Context: an optimization exercise on an open-source flow, tuned for small area, a short achievable clock period and few clock cycles. The choices shown serve that exercise and are no tape-out recipe.
Only simulation tests tie the RTL to the original design; equivalence was not proved.
No activity file was given, so power comes from the tool's default toggle rates.

[flow/config.mk]
export PLATFORM = sky130hd
export DESIGN_NAME = imd_top
export DESIGN_NICKNAME = imd_top
export VERILOG_FILES = /design/flow/design.v
export SDC_FILE = /design/flow/constraint.sdc
export NUM_CORES = 4
export LEC_CHECK = 0
export CAP_MARGIN = 20
export CORE_MARGIN = 2
export CORE_UTILIZATION = 40
export SLEW_MARGIN = 20
[flow/constraint.sdc]
create_clock -name core_clock -period 6.5 [get_ports {clk}]
set_input_delay 1.3000 -clock core_clock [delete_from_list [all_inputs] [get_ports {clk}]]
set_output_delay 1.3000 -clock core_clock [all_outputs]
set_load 0.01 [all_outputs]
[flow/design.v]
package imd_pkg;
	localparam int IMD_REG_WIDTH_DEF = 32;	 
	typedef enum logic [3:0] {
		IMD_NOP   = 4'd0,	 
		IMD_MFHI  = 4'd1,	 
		IMD_MFLO  = 4'd2,	 
		IMD_MTHI  = 4'd3,	 
		IMD_MTLO  = 4'd4,	 
		IMD_MULT  = 4'd5,	 
		IMD_MULTU = 4'd6,	 
		IMD_DIV   = 4'd7,	 
		IMD_DIVU  = 4'd8	 
	} imd_op_t;
	typedef enum logic [1:0] {
		SEQ_IDLE = 2'd0,	 
		SEQ_RUN  = 2'd1,	 
		SEQ_DONE = 2'd2		 
	} imd_seq_state_t;
endpackage
`timescale 1ns/1ps
module imd_control #(
	parameter int REG_WIDTH = imd_pkg::IMD_REG_WIDTH_DEF
) (
	input  logic			clk,
	input  logic			nrst,
	input  imd_pkg::imd_op_t	i_imuldiv_op,		 
	input  logic [REG_WIDTH-1:0]	i_rs_val,		 
	input  logic [REG_WIDTH-1:0]	i_rt_val,		 
	input  logic			i_mem_stall,		 
	input  logic			i_fetch_stall,		 
	input  logic			i_nullify_execute,	 
	input  logic			i_nullify_mem,		 
	input  logic			i_nullify_wb,		 
	output logic			o_exec_stall,		 
	output logic [REG_WIDTH-1:0]	o_rd_val,		 
	output logic			o_rd_valid,		 
	output logic			o_mul_start,		 
	output logic			o_div_start,		 
	output logic			o_signed,		 
	output logic [REG_WIDTH-1:0]	o_op_a,			 
	output logic [REG_WIDTH-1:0]	o_op_b,			 
	input  logic			i_mul_ready,		 
	input  logic [2*REG_WIDTH-1:0]	i_mul_result,		 
	input  logic			i_div_ready,		 
	input  logic [2*REG_WIDTH-1:0]	i_div_result		 
);
	typedef logic [REG_WIDTH-1:0] word_t;
	typedef logic [2*REG_WIDTH-1:0] pair_t;
	logic	core_stall;	 
	logic	interlock_op;	 
	logic	seq_busy;	 
	logic	accept;		 
	logic	mul_running;	 
	logic	div_running;	 
	logic	mul_done;	 
	logic	div_done;	 
	pair_t	hilo;		 
	word_t	hi_val;
	word_t	lo_val;
	assign hi_val = hilo[2*REG_WIDTH-1:REG_WIDTH];
	assign lo_val = hilo[REG_WIDTH-1:0];
	assign interlock_op = (i_imuldiv_op == imd_pkg::IMD_MFHI) || (i_imuldiv_op == imd_pkg::IMD_MFLO) ||
		(i_imuldiv_op == imd_pkg::IMD_MULT) || (i_imuldiv_op == imd_pkg::IMD_MULTU) ||
		(i_imuldiv_op == imd_pkg::IMD_DIV) || (i_imuldiv_op == imd_pkg::IMD_DIVU);
	assign seq_busy = mul_running || div_running;
	assign o_exec_stall = !i_mem_stall && !i_fetch_stall && seq_busy && interlock_op;
	assign core_stall = o_exec_stall || i_mem_stall || i_fetch_stall;
	assign accept = !core_stall && !i_nullify_execute;
	assign mul_done = mul_running && i_mul_ready && !o_mul_start;
	assign div_done = div_running && i_div_ready && !o_div_start;
	logic	mthi_m;		 
	logic	mtlo_m;		 
	word_t	mt_val_m;	 
	always_ff @(posedge clk or negedge nrst)
	begin
		if (!nrst)
		begin
			mthi_m <= 1'b0;
			mtlo_m <= 1'b0;
			o_rd_valid <= 1'b0;
			o_mul_start <= 1'b0;
			o_div_start <= 1'b0;
			mul_running <= 1'b0;
			div_running <= 1'b0;
		end
		else
		begin
			o_mul_start <= 1'b0;		 
			o_div_start <= 1'b0;
			if (mul_done)
				mul_running <= 1'b0;	 
			if (div_done)
				div_running <= 1'b0;
			if (!core_stall)
			begin
				mthi_m <= 1'b0;
				mtlo_m <= 1'b0;
				o_rd_valid <= 1'b0;	 
				if (!i_nullify_execute)
				begin
					case (i_imuldiv_op)
					imd_pkg::IMD_MFHI, imd_pkg::IMD_MFLO:
						o_rd_valid <= 1'b1;
					imd_pkg::IMD_MTHI:
						mthi_m <= 1'b1;
					imd_pkg::IMD_MTLO:
						mtlo_m <= 1'b1;
					imd_pkg::IMD_MULT, imd_pkg::IMD_MULTU:
					begin
						o_mul_start <= 1'b1;
						mul_running <= 1'b1;
					end
					imd_pkg::IMD_DIV, imd_pkg::IMD_DIVU:
					begin
						o_div_start <= 1'b1;
						div_running <= 1'b1;
					end
					default: ;
					endcase
				end
			end
		end
	end
	always_ff @(posedge clk)
	begin
		if (accept)
		begin
			case (i_imuldiv_op)
			imd_pkg::IMD_MFHI:
				o_rd_val <= hi_val;
			imd_pkg::IMD_MFLO:
				o_rd_val <= lo_val;
			imd_pkg::IMD_MTHI, imd_pkg::IMD_MTLO:
				mt_val_m <= i_rs_val;
			imd_pkg::IMD_MULT, imd_pkg::IMD_DIV:
			begin
				o_op_a <= i_rs_val;
				o_op_b <= i_rt_val;
				o_signed <= 1'b1;
			end
			imd_pkg::IMD_MULTU, imd_pkg::IMD_DIVU:
			begin
				o_op_a <= i_rs_val;
				o_op_b <= i_rt_val;
				o_signed <= 1'b0;
			end
			default: ;
			endcase
		end
	end
	logic	mthi_w;		 
	logic	mtlo_w;		 
	word_t	mt_val_w;
	always_ff @(posedge clk or negedge nrst)
	begin
		if (!nrst)
		begin
			mthi_w <= 1'b0;
			mtlo_w <= 1'b0;
		end
		else if (!core_stall)
		begin
			mthi_w <= mthi_m && !i_nullify_mem;	 
			mtlo_w <= mtlo_m && !i_nullify_mem;
		end
	end
	always_ff @(posedge clk)
	begin
		if (!core_stall)
			mt_val_w <= mt_val_m;
	end
	always_ff @(posedge clk or negedge nrst)
	begin
		if (!nrst)
			hilo <= '0;
		else if (mul_done)
			hilo <= i_mul_result;		 
		else if (div_done)
			hilo <= i_div_result;
		else if (!core_stall && !i_nullify_wb)
		begin
			if (mthi_w)
				hilo[2*REG_WIDTH-1:REG_WIDTH] <= mt_val_w;
			if (mtlo_w)
				hilo[REG_WIDTH-1:0] <= mt_val_w;
		end
	end
endmodule
`timescale 1ns/1ps
module imd_seq_mul #(
	parameter int REG_WIDTH = imd_pkg::IMD_REG_WIDTH_DEF
) (
	input  logic			clk,
	input  logic			nrst,
	input  logic			i_start,	 
	input  logic			i_signed,	 
	input  logic [REG_WIDTH-1:0]	i_a,		 
	input  logic [REG_WIDTH-1:0]	i_b,		 
	output logic			o_ready,	 
	output logic [2*REG_WIDTH-1:0]	o_result	 
);
	localparam int CNT_WIDTH = $clog2(REG_WIDTH);
	typedef logic [REG_WIDTH-1:0] word_t;
	typedef logic [2*REG_WIDTH-1:0] pair_t;
	typedef logic [CNT_WIDTH-1:0] cnt_t;
	imd_pkg::imd_seq_state_t		state;
	cnt_t			cnt;		 
	logic			neg;		 
	word_t			mag_a;
	word_t			mag_b;
	word_t			mcand;		 
	pair_t			prod;		 
	logic [REG_WIDTH:0]	acc;		 
	assign mag_a = (i_signed && i_a[REG_WIDTH-1]) ? -i_a : i_a;
	assign mag_b = (i_signed && i_b[REG_WIDTH-1]) ? -i_b : i_b;
	assign acc = {1'b0, prod[2*REG_WIDTH-1:REG_WIDTH]} + (prod[0] ? {1'b0, mcand} : '0);
	always_ff @(posedge clk or negedge nrst)
	begin
		if (!nrst)
		begin
			state <= imd_pkg::SEQ_IDLE;
			cnt <= '0;
			neg <= 1'b0;
		end
		else
		begin
			case (state)
			imd_pkg::SEQ_IDLE:
				if (i_start)
				begin
					state <= imd_pkg::SEQ_RUN;
					cnt <= '0;
					neg <= i_signed && (i_a[REG_WIDTH-1] ^ i_b[REG_WIDTH-1]);
				end
			imd_pkg::SEQ_RUN:
			begin
				cnt <= cnt + 1'b1;
				if (cnt == cnt_t'(REG_WIDTH - 1))
					state <= imd_pkg::SEQ_DONE;	 
			end
			imd_pkg::SEQ_DONE:
				state <= imd_pkg::SEQ_IDLE;
			default:
				state <= imd_pkg::SEQ_IDLE;
			endcase
		end
	end
	always_ff @(posedge clk)
	begin
		case (state)
		imd_pkg::SEQ_IDLE:
			if (i_start)
			begin
				mcand <= mag_a;
				prod <= {{REG_WIDTH{1'b0}}, mag_b};
			end
		imd_pkg::SEQ_RUN:
			prod <= {acc, prod[REG_WIDTH-1:1]};	 
		imd_pkg::SEQ_DONE:
			if (neg)
				prod <= ~prod + 1'b1;		 
		default: ;
		endcase
	end
	assign o_ready = (state == imd_pkg::SEQ_IDLE);
	assign o_result = prod;
endmodule
`timescale 1ns/1ps
module imd_seq_div #(
	parameter int REG_WIDTH = imd_pkg::IMD_REG_WIDTH_DEF
) (
	input  logic			clk,
	input  logic			nrst,
	input  logic			i_start,	 
	input  logic			i_signed,	 
	input  logic [REG_WIDTH-1:0]	i_a,		 
	input  logic [REG_WIDTH-1:0]	i_b,		 
	output logic			o_ready,	 
	output logic [2*REG_WIDTH-1:0]	o_result	 
);
	localparam int CNT_WIDTH = $clog2(REG_WIDTH + 1);
	typedef logic [REG_WIDTH-1:0] word_t;
	typedef logic [CNT_WIDTH-1:0] cnt_t;
	imd_pkg::imd_seq_state_t		state;
	cnt_t			cnt;		 
	logic			a_neg;		 
	logic			b_neg;		 
	word_t			quo;		 
	word_t			rem;		 
	word_t			dvs;		 
	logic [REG_WIDTH:0]	trial;		 
	assign trial = {rem, quo[REG_WIDTH-1]} - {1'b0, dvs};
	always_ff @(posedge clk or negedge nrst)
	begin
		if (!nrst)
		begin
			state <= imd_pkg::SEQ_IDLE;
			cnt <= '0;
			a_neg <= 1'b0;
			b_neg <= 1'b0;
		end
		else
		begin
			case (state)
			imd_pkg::SEQ_IDLE:
				if (i_start)
				begin
					state <= imd_pkg::SEQ_RUN;
					cnt <= '0;
					a_neg <= i_signed && i_a[REG_WIDTH-1];
					b_neg <= i_signed && i_b[REG_WIDTH-1];
				end
			imd_pkg::SEQ_RUN:
			begin
				cnt <= cnt + 1'b1;
				if (cnt == cnt_t'(REG_WIDTH))
					state <= imd_pkg::SEQ_DONE;	 
			end
			imd_pkg::SEQ_DONE:
				state <= imd_pkg::SEQ_IDLE;
			default:
				state <= imd_pkg::SEQ_IDLE;
			endcase
		end
	end
	always_ff @(posedge clk)
	begin
		case (state)
		imd_pkg::SEQ_IDLE:
			if (i_start)
			begin
				quo <= i_a;			 
				dvs <= i_b;
				rem <= '0;
			end
		imd_pkg::SEQ_RUN:
			if (cnt == '0)
			begin
				quo <= a_neg ? -quo : quo;	 
				dvs <= b_neg ? -dvs : dvs;
			end
			else if (!trial[REG_WIDTH])
			begin
				rem <= trial[REG_WIDTH-1:0];	 
				quo <= {quo[REG_WIDTH-2:0], 1'b1};
			end
			else
			begin
				rem <= {rem[REG_WIDTH-2:0], quo[REG_WIDTH-1]};	 
				quo <= {quo[REG_WIDTH-2:0], 1'b0};
			end
		imd_pkg::SEQ_DONE:
		begin
			if (a_neg ^ b_neg)
				quo <= -quo;
			if (a_neg)
				rem <= -rem;			 
		end
		default: ;
		endcase
	end
	assign o_ready = (state == imd_pkg::SEQ_IDLE);
	assign o_result = {rem, quo};
endmodule
`timescale 1ns/1ps
module imd_top #(
	parameter int REG_WIDTH = imd_pkg::IMD_REG_WIDTH_DEF
) (
	input  logic			clk,
	input  logic			nrst,
	input  logic [3:0]		i_imuldiv_op,		 
	input  logic [REG_WIDTH-1:0]	i_rs_val,
	input  logic [REG_WIDTH-1:0]	i_rt_val,
	input  logic			i_mem_stall,
	input  logic			i_fetch_stall,
	input  logic			i_nullify_execute,
	input  logic			i_nullify_mem,
	input  logic			i_nullify_wb,
	output logic			o_exec_stall,		 
	output logic [REG_WIDTH-1:0]	o_rd_val,
	output logic			o_rd_valid
);
	logic				mul_start;	 
	logic				div_start;	 
	logic				op_signed;
	logic [REG_WIDTH-1:0]		op_a;
	logic [REG_WIDTH-1:0]		op_b;
	logic				mul_ready;
	logic				div_ready;
	logic [2*REG_WIDTH-1:0]		mul_result;
	logic [2*REG_WIDTH-1:0]		div_result;
	imd_control #(
		.REG_WIDTH(REG_WIDTH)
	) u_control (
		.clk(clk),
		.nrst(nrst),
		.i_imuldiv_op(imd_pkg::imd_op_t'(i_imuldiv_op)),
		.i_rs_val(i_rs_val),
		.i_rt_val(i_rt_val),
		.i_mem_stall(i_mem_stall),
		.i_fetch_stall(i_fetch_stall),
		.i_nullify_execute(i_nullify_execute),
		.i_nullify_mem(i_nullify_mem),
		.i_nullify_wb(i_nullify_wb),
		.o_exec_stall(o_exec_stall),
		.o_rd_val(o_rd_val),
		.o_rd_valid(o_rd_valid),
		.o_mul_start(mul_start),
		.o_div_start(div_start),
		.o_signed(op_signed),
		.o_op_a(op_a),
		.o_op_b(op_b),
		.i_mul_ready(mul_ready),
		.i_mul_result(mul_result),
		.i_div_ready(div_ready),
		.i_div_result(div_result)
	);
	imd_seq_mul #(
		.REG_WIDTH(REG_WIDTH)
	) u_seq_mul (
		.clk(clk),
		.nrst(nrst),
		.i_start(mul_start),
		.i_signed(op_signed),
		.i_a(op_a),
		.i_b(op_b),
		.o_ready(mul_ready),
		.o_result(mul_result)
	);
	imd_seq_div #(
		.REG_WIDTH(REG_WIDTH)
	) u_seq_div (
		.clk(clk),
		.nrst(nrst),
		.i_start(div_start),
		.i_signed(op_signed),
		.i_a(op_a),
		.i_b(op_b),
		.o_ready(div_ready),
		.o_result(div_result)
	);
endmodule
[flow/run.sh]
#!/bin/bash
# synth_recipe.tcl (not shown) runs the flow's synth.tcl, then flattens the netlist and writes it again
# the make line also repeats each setting of config.mk as NAME=value (left out here)
make -C /OpenROAD-flow-scripts/flow DESIGN_CONFIG=/design/flow/config.mk WORK_HOME=/design/flow/orfs CLKGATE_MAP_FILE= SYNTH_SCRIPT=/design/flow/synth_recipe.tcl finish
==> results.txt <==
-- per-layer routing --
metal | up-vias | share of wire
met2 | 724 | 0.44
met3 | 116 | 0.070
met1 | 9645 | 0.46
li1 | 9420 | -
met5 | - | 0.00021
met4 | 2 | 0.031
-- cells in the mapped netlist (8+ instances only) --
cell / count / area share
a32oi_1: 8 / 0.0027
and2_1: 48 / 0.012
nand3_1: 37 / 0.0072
or4_1: 16 / 0.0046
xor2_1: 99 / 0.033
a21oi_1: 277 / 0.054
a221oi_1: 26 / 0.0088
nor2b_1: 56 / 0.014
nand2_1: 170 / 0.025
nor3_1: 64 / 0.012
mux2i_1: 35 / 0.014
a31oi_1: 16 / 0.0039
edfxtp_1: 353 / 0.41
a22oi_1: 39 / 0.011
o21ai_0: 143 / 0.028
inv_1: 78 / 0.011
xnor2_1: 145 / 0.049
ha_1: 81 / 0.039
a211oi_1: 9 / 0.0026
nor4_1: 41 / 0.0099
o31ai_1: 19 / 0.0055
clkbuf_1: 113 / 0.016
nand2b_1: 35 / 0.0085
dfrtp_1: 91 / 0.088
and3_1: 9 / 0.0022
nor2_1: 213 / 0.031
or3_1: 19 / 0.0046
buf_1: 10 / 0.0015
o21bai_1: 9 / 0.0026
nand4_1: 11 / 0.0027
mux2_2: 60 / 0.026
o22ai_1: 43 / 0.010
a21o_1: 48 / 0.014
-- report_power, final --
part           switching, W  internal (W)
Combinational       0.00223       0.00155
Clock               0.00119       0.00160
Sequential         0.000750       0.00385
Total               0.00418       0.00701
-- worst max path at each step --
stage	to	slack, ns	start	cells past startpoint
5_1_grt	o_exec_stall	1.63	i_imuldiv_op[1]	7
4_1_cts	o_exec_stall	1.91	i_imuldiv_op[1]	7
2_1_floorplan	u_seq_mul.prod[0]	0.11	u_seq_mul.state[1]	6
3_3_place_gp	u_control.hilo[57]	1.46	i_imuldiv_op[1]	11
3_5_place_dp	u_control.hilo[56]	1.32	i_imuldiv_op[1]	11
6_report	u_seq_div.rem[6]	1.91	u_seq_div.quo[31]	14
-- sequential cells by signal (all words and copies together) (netlist names), 2 cells and up --
signal              flops
u_control.hilo         64
u_control.mt_val_m     32
u_control.mt_val_w     32
u_control.o_op_a       32
u_control.o_op_b       32
u_control.o_rd_val     32
u_seq_div.cnt           6
u_seq_div.dvs          32
u_seq_div.quo          32
u_seq_div.rem          32
u_seq_div.state         2
u_seq_mul.cnt           5
u_seq_mul.mcand        32
u_seq_mul.prod         64
u_seq_mul.state         2
-- layout make-up --
cell class,instances,area [µm²]
Sequential cell,444,12900
Timing Repair Buffer,140,1340
Clock inverter,28,220
Tap cell,855,1070
Multi-Input combinational cell,1873,12300
Fill cell,6023,34700
Inverter,79,297
Clock buffer,63,1390
-- placed cells by master, fill, tap and decap left out, types with 11 or more instances in the layout --
master / instances
a21o_1: 48
or4_1: 16
inv_1: 78
o31ai_1: 19
xor2_1: 99
nand4_1: 11
ha_1: 78
nand3_1: 37
a22oi_1: 39
buf_4: 30
a221oi_1: 26
nand2b_1: 35
o22ai_1: 43
o21ai_0: 143
and2_1: 46
nor2_1: 211
clkdlybuf4s50_1: 107
dfrtp_1: 91
xnor2_1: 145
nand2_1: 170
mux2i_1: 35
nor2b_1: 56
mux2_2: 60
a31oi_1: 16
a21oi_1: 276
clkbuf_16: 52
nor3_1: 63
or3_1: 19
nor4_1: 40
edfxtp_1: 353
-- worst register-to-register path: stages, from the launching register on --
cell and delay, ns:
edfxtp_1 0.41, inv_1 0.13, ha_1 0.26, fa_1 0.42
nor2b_1 0.20, o2111ai_1 0.16, a211oi_1 0.41, o311ai_0 0.26
a41o_1 0.33, a21oi_1 0.37, nand4b_1 0.15, nand4_1 0.12
buf_4 0.49, mux2_2 0.43, a32o_1 0.20
-- cells by family after synthesis --
group	count (synthesis)
DFF	444
AOI/OAI and AO/OA	694
muxes	95
adders and majority gates	83
buffers and inverters	209
xor gates and xnor gates	244
and+or+nand+nor	757
-- stage by stage --
| step | util | total power [W] |
|---|---|---|
| floorplan | - | 0.00723 |
| global placement | 0.434 | 0.00829 |
| detailed placement | 0.434 | 0.00838 |
| CTS | 0.459 | 0.0112 |
| global route | 0.459 | 0.0118 |
| finish | 0.459 | 0.0112 |
==> metrics.md <==
| Metric | Value |
|---|---|
| Post-synthesis adder-cell area fraction | 0.0407 |
| Post-synth cell types | 77 |
| Post-route ant nets | 0 |
| Worst reg2reg path depth | 14 |
| Cell Area, Synth | 25900 µm² |
| Required @ worst endpoint | slightly below 7 ns |
| Diodes inserted | 0 |
| CP peak stage delay | 0.49 ns |
| Relative slew slack | 0.222 |
| Root buffer cell | clkbuf_16 |
| Final wirelength | approximately 77000 µm |
| R2r setup slk | between 1.5 and 2 ns |
| Minimum clock period | 4.59 ns |
| Clock tree buffer depth | 3 |
| Max Transition Viols Final | 0 |
| Leak pwr | 10.9 nW |
| DP HPWL | 58200 µm |
| Top FF cell, synth | edfxtp_1 |
| Post-DP Area | 27900 µm² |
| Tot GR Track Use | 0.229 |
| Post-synth ARST share | 0.205 |
| YS warnings | 3 |
| Worst-path clk slew | around 0.060 ns |
| Vias in the first global route | around 19000 |
| Remaining global-route overflow | 0 |
| Crit path max-delay family | compound AO/OA/AOI/OAI gates |
| Min-delay worst type | reg -> reg |
| Non-Filler Instances | 3482 |
| Main combinational cell family by area after synthesis | compound AO/OA/AOI/OAI gates |
| #FFs+latches synth | 444 |
| Setup ws final | about 1.9 ns |
| Tightest Pin Transition | 1.16 ns |
| Vias per inst | 5.72 |
| Placement Setup Slack | 1.32 ns |
| Initial detailed-routing violation count | 1988 |
| Worst setup path class | reg -> reg |
| Setup-failing EPs final | 0 |
| Sequential fraction of the synthesis area | 0.497 |
| H-tree depth | 2 |
| Worst setup EP type | flip-flop |
| Final Hold Fails | 0 |
| Met3 track demand over resource | 0.0342 |
| Worst-Skew Late Latency | ~0.6 ns |
| Startpoint Class | flip-flop |
| Max cap viols | 0 |
| Die span in y | 258 µm |
| Initial core utilization | 0.403 |
| Row cnt | 93 |
| Vias | 19900 |
| CTS tree | done |
| Post_cts resized | 0 |
| First-pass detailed-route iteration total | 8 |
| Syn_area_per_cell | 10.2 µm² |
| Mapped Cells | 2526 |
| Worst path bufs/invs | 2 |
| Crit path max fanout | 37 |
| Fin nets | approximately 2700 |
| Reg2Reg Launch Point | u_seq_div.quo[31] |
| Number of setup buffers added after CTS | 0 |
| Met1 Use GR | 0.340 |
| Post-placement cell count | 3390 |
| Port buffer count | ~110 |
| Area added between synthesis and finish | 13.9% |
| Post-synth EDFFs | between 300 and 400 |
| Wire length per cell | 22.2 µm |
| Fmax | 0.218 GHz |
| Worst vdd ir | 0.000191 V |
| Outcome | finished clean |
| Total CTS buffers | 50 |
| WP data arrival | 4.93 ns |
| I/O pin count | 109 |
| PD cells | 379 nW/µm² |
| DRC viols | 0 |
| Crit-path slowest cell | buf_4 |
| Post-synthesis xor/xnor area fraction | 0.0826 |
| CTS sink count | 444 |
| Fin crit share | 0.705 |
| Worst R2R End | u_seq_div.rem[6] |
| Antenna violations before repair | 1 |
| Crit-path cells | inv_1 > ha_1 > fa_1 > nor2b_1 > o2111ai_1 > a211oi_1 > o311ai_0 > a41o_1 > a21oi_1 > nand4b_1 > nand4_1 > buf_4 > mux2_2 > a32o_1 |
| Fraction of layout cells with a size suffix above 1 | 0.0815 |
| Largest net degree at the start of global routing | 84 |
| Mux contribution to synthesized area | 0.0396 |
| Fin Clk Skew | ~0.017 ns |
| Global-route wire length before repair | between 100000 and 150000 µm |
| Placer Congestion | 0.954 |
| Post-Synth Simple-Gate Area | 0.146 |
| Compound-Gate Fraction of Synth Area | 0.162 |
| Met2 Track Usage GR | 0.343 |
| Syn_nets | 2684 |
| Final setup TNS | 0 ns |
| Hold path endpoint | u_control.mt_val_w[9] |
| Die Wd | 258 µm |
| Top Usage Layer GRT | met2 |
| Hold_sp | u_control.mt_val_m[9] |
| Hold_ws | 0.413 ns |
| Core box area | 64200 µm² |
| Post-route cell area | 29500 µm² |
| Unrepaired setup endpoints after global routing | no |
| Full die area | approximately 67000 µm² |
| Hold Path Stages | 0 |
| # hold bufs at CTS | 0 |
Testbench counts, summed over its fixed seeds: cycles 102,674.

[re-timing with driven ports]
The flow's constraints put no driver on any port. The routed layout listed below was extracted and timed again, unchanged, in two steps.
Step 1 sets driving cells, clkbuf_16 on the clock port and buf_2 on the other inputs (assumed; they add their load-dependent delay and slew).
Step 2 also shifts input and output timing later by t, the mid clock arrival at the registers, as if the neighbouring blocks saw the same clock.
Slacks: ideal ports / drivers / drivers and shift; pairs: ideal ports / drivers.
t (ns): 0.653
slack for setup (ns): 1.915 / 1.899 / 1.755
worst slew at a driven data input, ns: 0.05
After both steps setup and hold are still met in this run. For this run, drivers alone change the setup slack by -0.016 ns; drivers and shift together by -0.160 ns.
